This design comes from an exercise in tuning for small area, a short achievable clock period and few clock cycles per item on the open sky130 flow, not from production work. Only simulation tests tie the RTL to the original design; equivalence was not proved. Power and IR drop assume default switching activity.

==> flow/design.v <==
`default_nettype none
package hqc_pkg;
    localparam int N = 97;
    localparam int WEIGHT = 6;
    localparam int LOC_W = 7;
    localparam int IDX_W = 3;
    localparam int MSG_W = 8;
    localparam int REP = 12;
    localparam int WORD_W = 32;
    localparam int POLY_WORDS = 4;
    typedef logic [N-1:0] poly_t;
    typedef logic [LOC_W-1:0] loc_t;
    localparam logic [5:0] ADDR_CTRL = 6'd0;
    localparam logic [5:0] ADDR_H = 6'd1;
    localparam logic [5:0] ADDR_S = 6'd5;
    localparam logic [5:0] ADDR_R1 = 6'd9;
    localparam logic [5:0] ADDR_R2 = 6'd15;
    localparam logic [5:0] ADDR_E = 6'd21;
    localparam logic [5:0] ADDR_MSG = 6'd27;
    localparam logic [5:0] ADDR_U = 6'd28;
    localparam logic [5:0] ADDR_V = 6'd32;
    typedef enum logic {
        JOB_U,
        JOB_V
    } job_t;
    typedef enum logic [1:0] {
        SEQ_IDLE,
        SEQ_ISSUE_U,
        SEQ_ISSUE_V,
        SEQ_WAIT
    } seq_state_t;
endpackage
`default_nettype wire
`timescale 1ns/1ps
`default_nettype none
module hqc_encrypt (
    input  wire logic        clk,
    input  wire logic        rst,
    input  wire logic        wb_cyc,
    input  wire logic        wb_stb,
    input  wire logic        wb_we,
    input  wire logic [5:0]  wb_adr,
    input  wire logic [31:0] wb_dat_i,
    output logic [31:0]      wb_dat_o,
    output logic             wb_ack
);
    localparam int N = 97;
    logic [N-1:0] h_reg;
    logic [N-1:0] s_reg;
    logic [N-1:0] acc_p;
    logic [N-1:0] acc_q;
    logic [6:0]   r1_loc [6];
    logic [6:0]   r2_loc [6];
    logic [6:0]   e_loc [6];
    logic [7:0]   msg_reg;
    localparam int KA = 3;
    logic [3:0]   n;
    logic         started;
    logic         ph;
    logic [N-1:0] r_reg;
    logic [6-KA:0] amt_b;
    logic [6:0]   amt_a;
    logic [6:0]   loc_b;
    logic access, wr, busy, go;
    logic [7:0]  dat_g;
    assign access = wb_cyc && wb_stb && !wb_ack;
    assign busy = (n != 4'd0);
    assign wr = access && wb_we && !busy;
    assign go = wr && (wb_adr == 6'd0) && wb_dat_i[0] && !rst;
    assign dat_g = wb_dat_i[7:0] & {8{!rst}};
    always_ff @(posedge clk) begin
        if (rst) wb_ack <= 1'b0;
        else wb_ack <= access;
    end
    logic [127:0] h_pad, s_pad, p_pad, q_pad;
    logic [3:0] h_ok, s_ok;
    logic [N-1:0] h_val, s_val;
    assign h_val = h_reg & {{1{h_ok[3]}}, {32{h_ok[2]}}, {32{h_ok[1]}}, {32{h_ok[0]}}};
    assign s_val = s_reg & {{1{s_ok[3]}}, {32{s_ok[2]}}, {32{s_ok[1]}}, {32{s_ok[0]}}};
    assign h_pad = {31'b0, h_val};
    assign s_pad = {31'b0, s_val};
    assign p_pad = {31'b0, acc_p};
    assign q_pad = {31'b0, acc_q};
    always_ff @(posedge clk) begin
        for (int k = 0; k < 3; k++) begin
            if (wr && wb_adr == 6'(1 + k)) h_reg[32*k +: 32] <= wb_dat_i;
            if (wr && wb_adr == 6'(5 + k)) s_reg[32*k +: 32] <= wb_dat_i;
        end
        if (wr && wb_adr == 6'd4) h_reg[96] <= wb_dat_i[0];
        if (wr && wb_adr == 6'd8) s_reg[96] <= wb_dat_i[0];
        for (int k = 0; k < 4; k++) begin
            if (rst) h_ok[k] <= 1'b0;
            else if (wr && wb_adr == 6'(1 + k)) h_ok[k] <= 1'b1;
            if (rst) s_ok[k] <= 1'b0;
            else if (wr && wb_adr == 6'(5 + k)) s_ok[k] <= 1'b1;
        end
        for (int j = 0; j < 6; j++) begin
            if (rst || (wr && wb_adr == 6'(9 + j)))  r1_loc[j] <= dat_g[6:0];
            if (rst || (wr && wb_adr == 6'(15 + j))) r2_loc[j] <= dat_g[6:0];
            if (rst || (wr && wb_adr == 6'(21 + j))) e_loc[j] <= dat_g[6:0];
        end
        if (rst || (wr && wb_adr == 6'd27)) msg_reg <= dat_g[7:0];
    end
    logic [31:0] rd_data;
    logic done_vis, busy_vis;
    assign done_vis = (n == 4'd0) ? started : (n >= 4'd10);
    assign busy_vis = busy && !(n >= 4'd10);
    logic [35:0] sel;
    always_comb begin
        for (int a = 0; a < 36; a++) sel[a] = (wb_adr == 6'(a));
    end
    always_comb begin
        rd_data = {30'b0, done_vis & sel[0], busy_vis & sel[0]};
        for (int k = 0; k < 4; k++) begin
            rd_data = rd_data | (h_pad[32*k +: 32] & {32{sel[1 + k]}});
            rd_data = rd_data | (s_pad[32*k +: 32] & {32{sel[5 + k]}});
            rd_data = rd_data | (p_pad[32*k +: 32] & {32{(sel[28 + k] && ph) || (sel[32 + k] && !ph)}});
            rd_data = rd_data | (q_pad[32*k +: 32] & {32{(sel[28 + k] && !ph) || (sel[32 + k] && ph)}});
        end
        for (int j = 0; j < 6; j++) begin
            rd_data[6:0] = rd_data[6:0] | (r1_loc[j] & {7{sel[9 + j]}});
            rd_data[6:0] = rd_data[6:0] | (r2_loc[j] & {7{sel[15 + j]}});
            rd_data[6:0] = rd_data[6:0] | (e_loc[j] & {7{sel[21 + j]}});
        end
        rd_data[7:0] = rd_data[7:0] | (msg_reg & {8{sel[27]}});
    end
    always_ff @(posedge clk) wb_dat_o <= rd_data;
    always_ff @(posedge clk) begin
        if (rst) begin
            n <= 4'd0;
            started <= 1'b0;
        end else if (go) begin
            n <= 4'd1;
            started <= 1'b1;
        end else if (busy) begin
            n <= (n == 4'd11) ? 4'd0 : n + 4'd1;
        end
    end
    logic [5:0] ja_busy;
    always_comb begin
        for (int j = 0; j < 6; j++) ja_busy[j] = ((n + 4'd2) >> 1) == 4'(j);
        ja_busy[0] = (n >= 4'd10);
    end
    logic [5:0] ja_oh;
    always_comb begin
        for (int j = 0; j < 6; j++) ja_oh[j] = ((n + 4'd1) >> 1) == 4'(j);
        ja_oh[0] = (n == 4'd0) || (n == 4'd11);
    end
    logic [6:0] amt_nx, amt_busy;
    always_comb begin
        amt_busy = '0;
        for (int j = 0; j < 6; j++) amt_busy = amt_busy | (r2_loc[j] & {7{ja_busy[j]}});
        if (rst) amt_nx = '0;
        else if (busy) amt_nx = amt_busy;
        else if (wr && wb_adr == 6'd15) amt_nx = dat_g[6:0];
        else amt_nx = r2_loc[0];
        if (go) amt_nx = r2_loc[1];
    end
    always_ff @(posedge clk) amt_a <= amt_nx;
    always_ff @(posedge clk) begin
        if (rst) ph <= 1'b0;
        else ph <= !ph;
    end
    logic [3:0] sel_h, sel_s;
    always_ff @(posedge clk) begin
        for (int k = 0; k < 4; k++) begin
            sel_h[k] <= !rst && !ph && (h_ok[k] || (wr && wb_adr == 6'(1 + k)));
            sel_s[k] <= !rst && ph && (s_ok[k] || (wr && wb_adr == 6'(5 + k)));
        end
    end
    logic [N-1:0] in_a;
    logic [N-1:0] rot_a;
    always_comb begin
        for (int i = 0; i < N; i++) in_a[i] = (h_reg[i] & sel_h[i / 32] & !rst) | (s_reg[i] & sel_s[i / 32] & !rst);
    end
    logic [N-1:0] sa [KA+1];
    assign sa[0] = in_a;
    genvar k, i;
    generate
        for (k = 0; k < KA; k++) begin : g_sa
            for (i = 0; i < N; i++) begin : g_bit
                assign sa[k+1][i] = amt_a[k] ? sa[k][(i + N - ((1 << k) % N)) % N] : sa[k][i];
            end
        end
    endgenerate
    assign rot_a = sa[KA];
    logic [6:0] loc_a;
    always_comb begin
        loc_a = '0;
        for (int j = 0; j < 6; j++) loc_a = loc_a | ((ph ? r1_loc[j] : e_loc[j]) & {7{ja_oh[j]}});
    end
    always_ff @(posedge clk) begin
        r_reg <= rot_a;
        amt_b <= amt_a[6:KA];
        loc_b <= rst ? 7'd0 : loc_a;
    end
    logic [N-1:0] flip;
    logic [N-1:0] rot_b;
    logic [N-1:0] term;
    always_comb begin
        for (int b = 0; b < N; b++) flip[b] = (loc_b == 7'(b));
    end
    logic [N-1:0] sb [8-KA];
    assign sb[0] = r_reg;
    generate
        for (k = 0; k < 7 - KA; k++) begin : g_sb
            for (i = 0; i < N; i++) begin : g_bit
                assign sb[k+1][i] = amt_b[k] ? sb[k][(i + N - ((1 << (k + KA)) % N)) % N] : sb[k][i];
            end
        end
    endgenerate
    assign rot_b = sb[7-KA];
    assign term = rot_b ^ flip;
    logic clr, add;
    logic [N-1:0] codeword;
    assign clr = go || rst;
    assign add = (go || busy) && !rst;
    always_comb begin
        codeword = '0;
        for (int b = 0; b < 96; b++) codeword[b] = msg_reg[b / 12];
    end
    always_ff @(posedge clk) begin
        acc_p <= ((acc_q & {N{!clr}}) | (codeword & {N{go && ph}})) ^ (term & {N{add}});
        acc_q <= (acc_p & {N{!clr}}) | (codeword & {N{go && !ph}});
    end
endmodule
`default_nettype wire
Settings: LEC_CHECK=0, CAP_MARGIN=30, CORE_MARGIN=2, CORE_UTILIZATION=40, CTS_CLUSTER_DIAMETER=70, CTS_CLUSTER_SIZE=20, SETUP_SLACK_MARGIN=4.2, SLEW_MARGIN=40; clock period 7.0 ns.
standard.sh (not shown) runs the stock make flow with config.mk's settings and CLKGATE_MAP_FILE= SYNTH_SCRIPT=/design/flow/synth_recipe.tcl, a recipe that flattens the netlist after the stock synthesis.
==> flow/flow/run.sh <==
#!/bin/bash
# The standard layout (standard.sh: ORFS synthesis to finish), with one
# change: the port buffers that global placement inserts are buf_4 cells
# instead of the default delay buffer, which is slow on input and output paths.
set -uo pipefail
export BUFFER_PORTS_ARGS="-buffer_cell sky130_fd_sc_hd__buf_4"
bash standard.sh finish > flow_make.log 2>&1
Testbench counts at the start, summed over its fixed seeds: cycles 6,720, jobs 96.
Rerun with:
--- a/flow/design.v
+++ b/flow/design.v
@@ -46,10 +46,10 @@
 );
     localparam int N = 97;
     logic [N-1:0] h_reg;
     logic [N-1:0] s_reg;
-    logic [N-1:0] acc_p;
-    logic [N-1:0] acc_q;
+    logic [N-1:0] u_reg;
+    logic [N-1:0] v_reg;
     logic [6:0]   r1_loc [6];
     logic [6:0]   r2_loc [6];
     logic [6:0]   e_loc [6];
     logic [7:0]   msg_reg;
@@ -59,9 +59,10 @@
     logic         ph;
     logic [N-1:0] r_reg;
     logic [6-KA:0] amt_b;
     logic [6:0]   amt_a;
-    logic [6:0]   loc_b;
+    logic [7:0]   loc_hi;
+    logic [15:0]  loc_lo;
     logic access, wr, busy, go;
     logic [7:0]  dat_g;
     assign access = wb_cyc && wb_stb && !wb_ack;
     assign busy = (n != 4'd0);
@@ -71,17 +72,17 @@
     always_ff @(posedge clk) begin
         if (rst) wb_ack <= 1'b0;
         else wb_ack <= access;
     end
-    logic [127:0] h_pad, s_pad, p_pad, q_pad;
+    logic [127:0] h_pad, s_pad, u_pad, v_pad;
     logic [3:0] h_ok, s_ok;
     logic [N-1:0] h_val, s_val;
     assign h_val = h_reg & {{1{h_ok[3]}}, {32{h_ok[2]}}, {32{h_ok[1]}}, {32{h_ok[0]}}};
     assign s_val = s_reg & {{1{s_ok[3]}}, {32{s_ok[2]}}, {32{s_ok[1]}}, {32{s_ok[0]}}};
     assign h_pad = {31'b0, h_val};
     assign s_pad = {31'b0, s_val};
-    assign p_pad = {31'b0, acc_p};
-    assign q_pad = {31'b0, acc_q};
+    assign u_pad = {31'b0, u_reg};
+    assign v_pad = {31'b0, v_reg};
     always_ff @(posedge clk) begin
         for (int k = 0; k < 3; k++) begin
             if (wr && wb_adr == 6'(1 + k)) h_reg[32*k +: 32] <= wb_dat_i;
             if (wr && wb_adr == 6'(5 + k)) s_reg[32*k +: 32] <= wb_dat_i;
@@ -113,10 +114,10 @@
         rd_data = {30'b0, done_vis & sel[0], busy_vis & sel[0]};
         for (int k = 0; k < 4; k++) begin
             rd_data = rd_data | (h_pad[32*k +: 32] & {32{sel[1 + k]}});
             rd_data = rd_data | (s_pad[32*k +: 32] & {32{sel[5 + k]}});
-            rd_data = rd_data | (p_pad[32*k +: 32] & {32{(sel[28 + k] && ph) || (sel[32 + k] && !ph)}});
-            rd_data = rd_data | (q_pad[32*k +: 32] & {32{(sel[28 + k] && !ph) || (sel[32 + k] && ph)}});
+            rd_data = rd_data | (u_pad[32*k +: 32] & {32{sel[28 + k]}});
+            rd_data = rd_data | (v_pad[32*k +: 32] & {32{sel[32 + k]}});
         end
         for (int j = 0; j < 6; j++) begin
             rd_data[6:0] = rd_data[6:0] | (r1_loc[j] & {7{sel[9 + j]}});
             rd_data[6:0] = rd_data[6:0] | (r2_loc[j] & {7{sel[15 + j]}});
@@ -135,18 +136,17 @@
         end else if (busy) begin
             n <= (n == 4'd11) ? 4'd0 : n + 4'd1;
         end
     end
-    logic [5:0] ja_busy;
+    logic [5:0] ja_oh, ja_busy, ja_nx;
     always_comb begin
         for (int j = 0; j < 6; j++) ja_busy[j] = ((n + 4'd2) >> 1) == 4'(j);
         ja_busy[0] = (n >= 4'd10);
-    end
-    logic [5:0] ja_oh;
-    always_comb begin
-        for (int j = 0; j < 6; j++) ja_oh[j] = ((n + 4'd1) >> 1) == 4'(j);
-        ja_oh[0] = (n == 4'd0) || (n == 4'd11);
-    end
+        if (rst || !busy) ja_nx = 6'b000001;
+        else ja_nx = ja_busy;
+        if (go) ja_nx = 6'b000010;
+    end
+    always_ff @(posedge clk) ja_oh <= ja_nx;
     logic [6:0] amt_nx, amt_busy;
     always_comb begin
         amt_busy = '0;
         for (int j = 0; j < 6; j++) amt_busy = amt_busy | (r2_loc[j] & {7{ja_busy[j]}});
@@ -191,15 +191,16 @@
     end
     always_ff @(posedge clk) begin
         r_reg <= rot_a;
         amt_b <= amt_a[6:KA];
-        loc_b <= rst ? 7'd0 : loc_a;
+        for (int b = 0; b < 8; b++) loc_hi[b] <= (rst && b == 0) || (!rst && loc_a[6:4] == 3'(b));
+        for (int b = 0; b < 16; b++) loc_lo[b] <= (rst && b == 0) || (!rst && loc_a[3:0] == 4'(b));
     end
     logic [N-1:0] flip;
     logic [N-1:0] rot_b;
     logic [N-1:0] term;
     always_comb begin
-        for (int b = 0; b < N; b++) flip[b] = (loc_b == 7'(b));
+        for (int b = 0; b < N; b++) flip[b] = loc_hi[b / 16] && loc_lo[b % 16];
     end
     logic [N-1:0] sb [8-KA];
     assign sb[0] = r_reg;
     generate
@@ -210,18 +211,19 @@
         end
     endgenerate
     assign rot_b = sb[7-KA];
     assign term = rot_b ^ flip;
-    logic clr, add;
+    logic exec, add_u, add_v;
     logic [N-1:0] codeword;
-    assign clr = go || rst;
-    assign add = (go || busy) && !rst;
+    assign exec = go || busy;
+    assign add_u = exec && !ph && !rst;
+    assign add_v = exec && ph && !rst;
     always_comb begin
         codeword = '0;
         for (int b = 0; b < 96; b++) codeword[b] = msg_reg[b / 12];
     end
     always_ff @(posedge clk) begin
-        acc_p <= ((acc_q & {N{!clr}}) | (codeword & {N{go && ph}})) ^ (term & {N{add}});
-        acc_q <= (acc_p & {N{!clr}}) | (codeword & {N{go && !ph}});
+        u_reg <= (u_reg & {N{!rst && !go}}) ^ (term & {N{add_u}});
+        v_reg <= (go ? codeword : (v_reg & {N{!rst}})) ^ (term & {N{add_v}});
     end
 endmodule
 `default_nettype wire
Clock power stays flat.
Via count climbs by 7.6%.
Utilization is higher by 0.67 points.
Global-route usage is higher by 3.1 points.
Non-clock buffer count came out higher by 62.
Cell area came out higher by 6.7%.
Power is higher by 1.8%.
Maximum frequency falls by 2.2%.
Worst setup slack is worse by 0.064 ns.
Sequential power grows by about 2%.
Sequential share of layout area shrinks by 1.6 points.
Sequential cell count increases by 22.
Clock skew climbs by 0.024 ns.
Testbench counts after the change, summed over its fixed seeds: cycles 6,720, jobs 96.

[what the ideal ports hide]
The results above use ideal ports. As a check the final layouts listed here were re-extracted and re-timed, cells and wires unchanged.
Step 1 (the two cells are an assumption about what drives the block):
set clk [get_ports {clk}]
set_driving_cell -lib_cell sky130_fd_sc_hd__clkbuf_16 $clk
set_driving_cell -lib_cell sky130_fd_sc_hd__buf_2 [delete_from_list [all_inputs] $clk]
Step 2 times the ports against the registers' clock, not the clock port: input delays grow and output delays shrink by t, the midpoint of the rising clock arrivals with the driver on.
Slacks: ideal / step 1 / step 2; pairs: ideal / step 1.
run | shift t [ns] | slack for setup (ns) | worst register clock-pin slew, ns | worst data-port slew with drivers (ns)
the first run | 0.689 | 4.133 / 4.048 / 3.359 | 0.09 / 0.09 | 0.21
the second run | 0.691 | 4.068 / 3.991 / 3.300 | 0.09 / 0.09 | 0.22
After both steps every run listed still meets setup and hold. The setup slack of the first run, which loses most, moves by -0.085 ns with the drivers and by -0.774 ns with both steps.
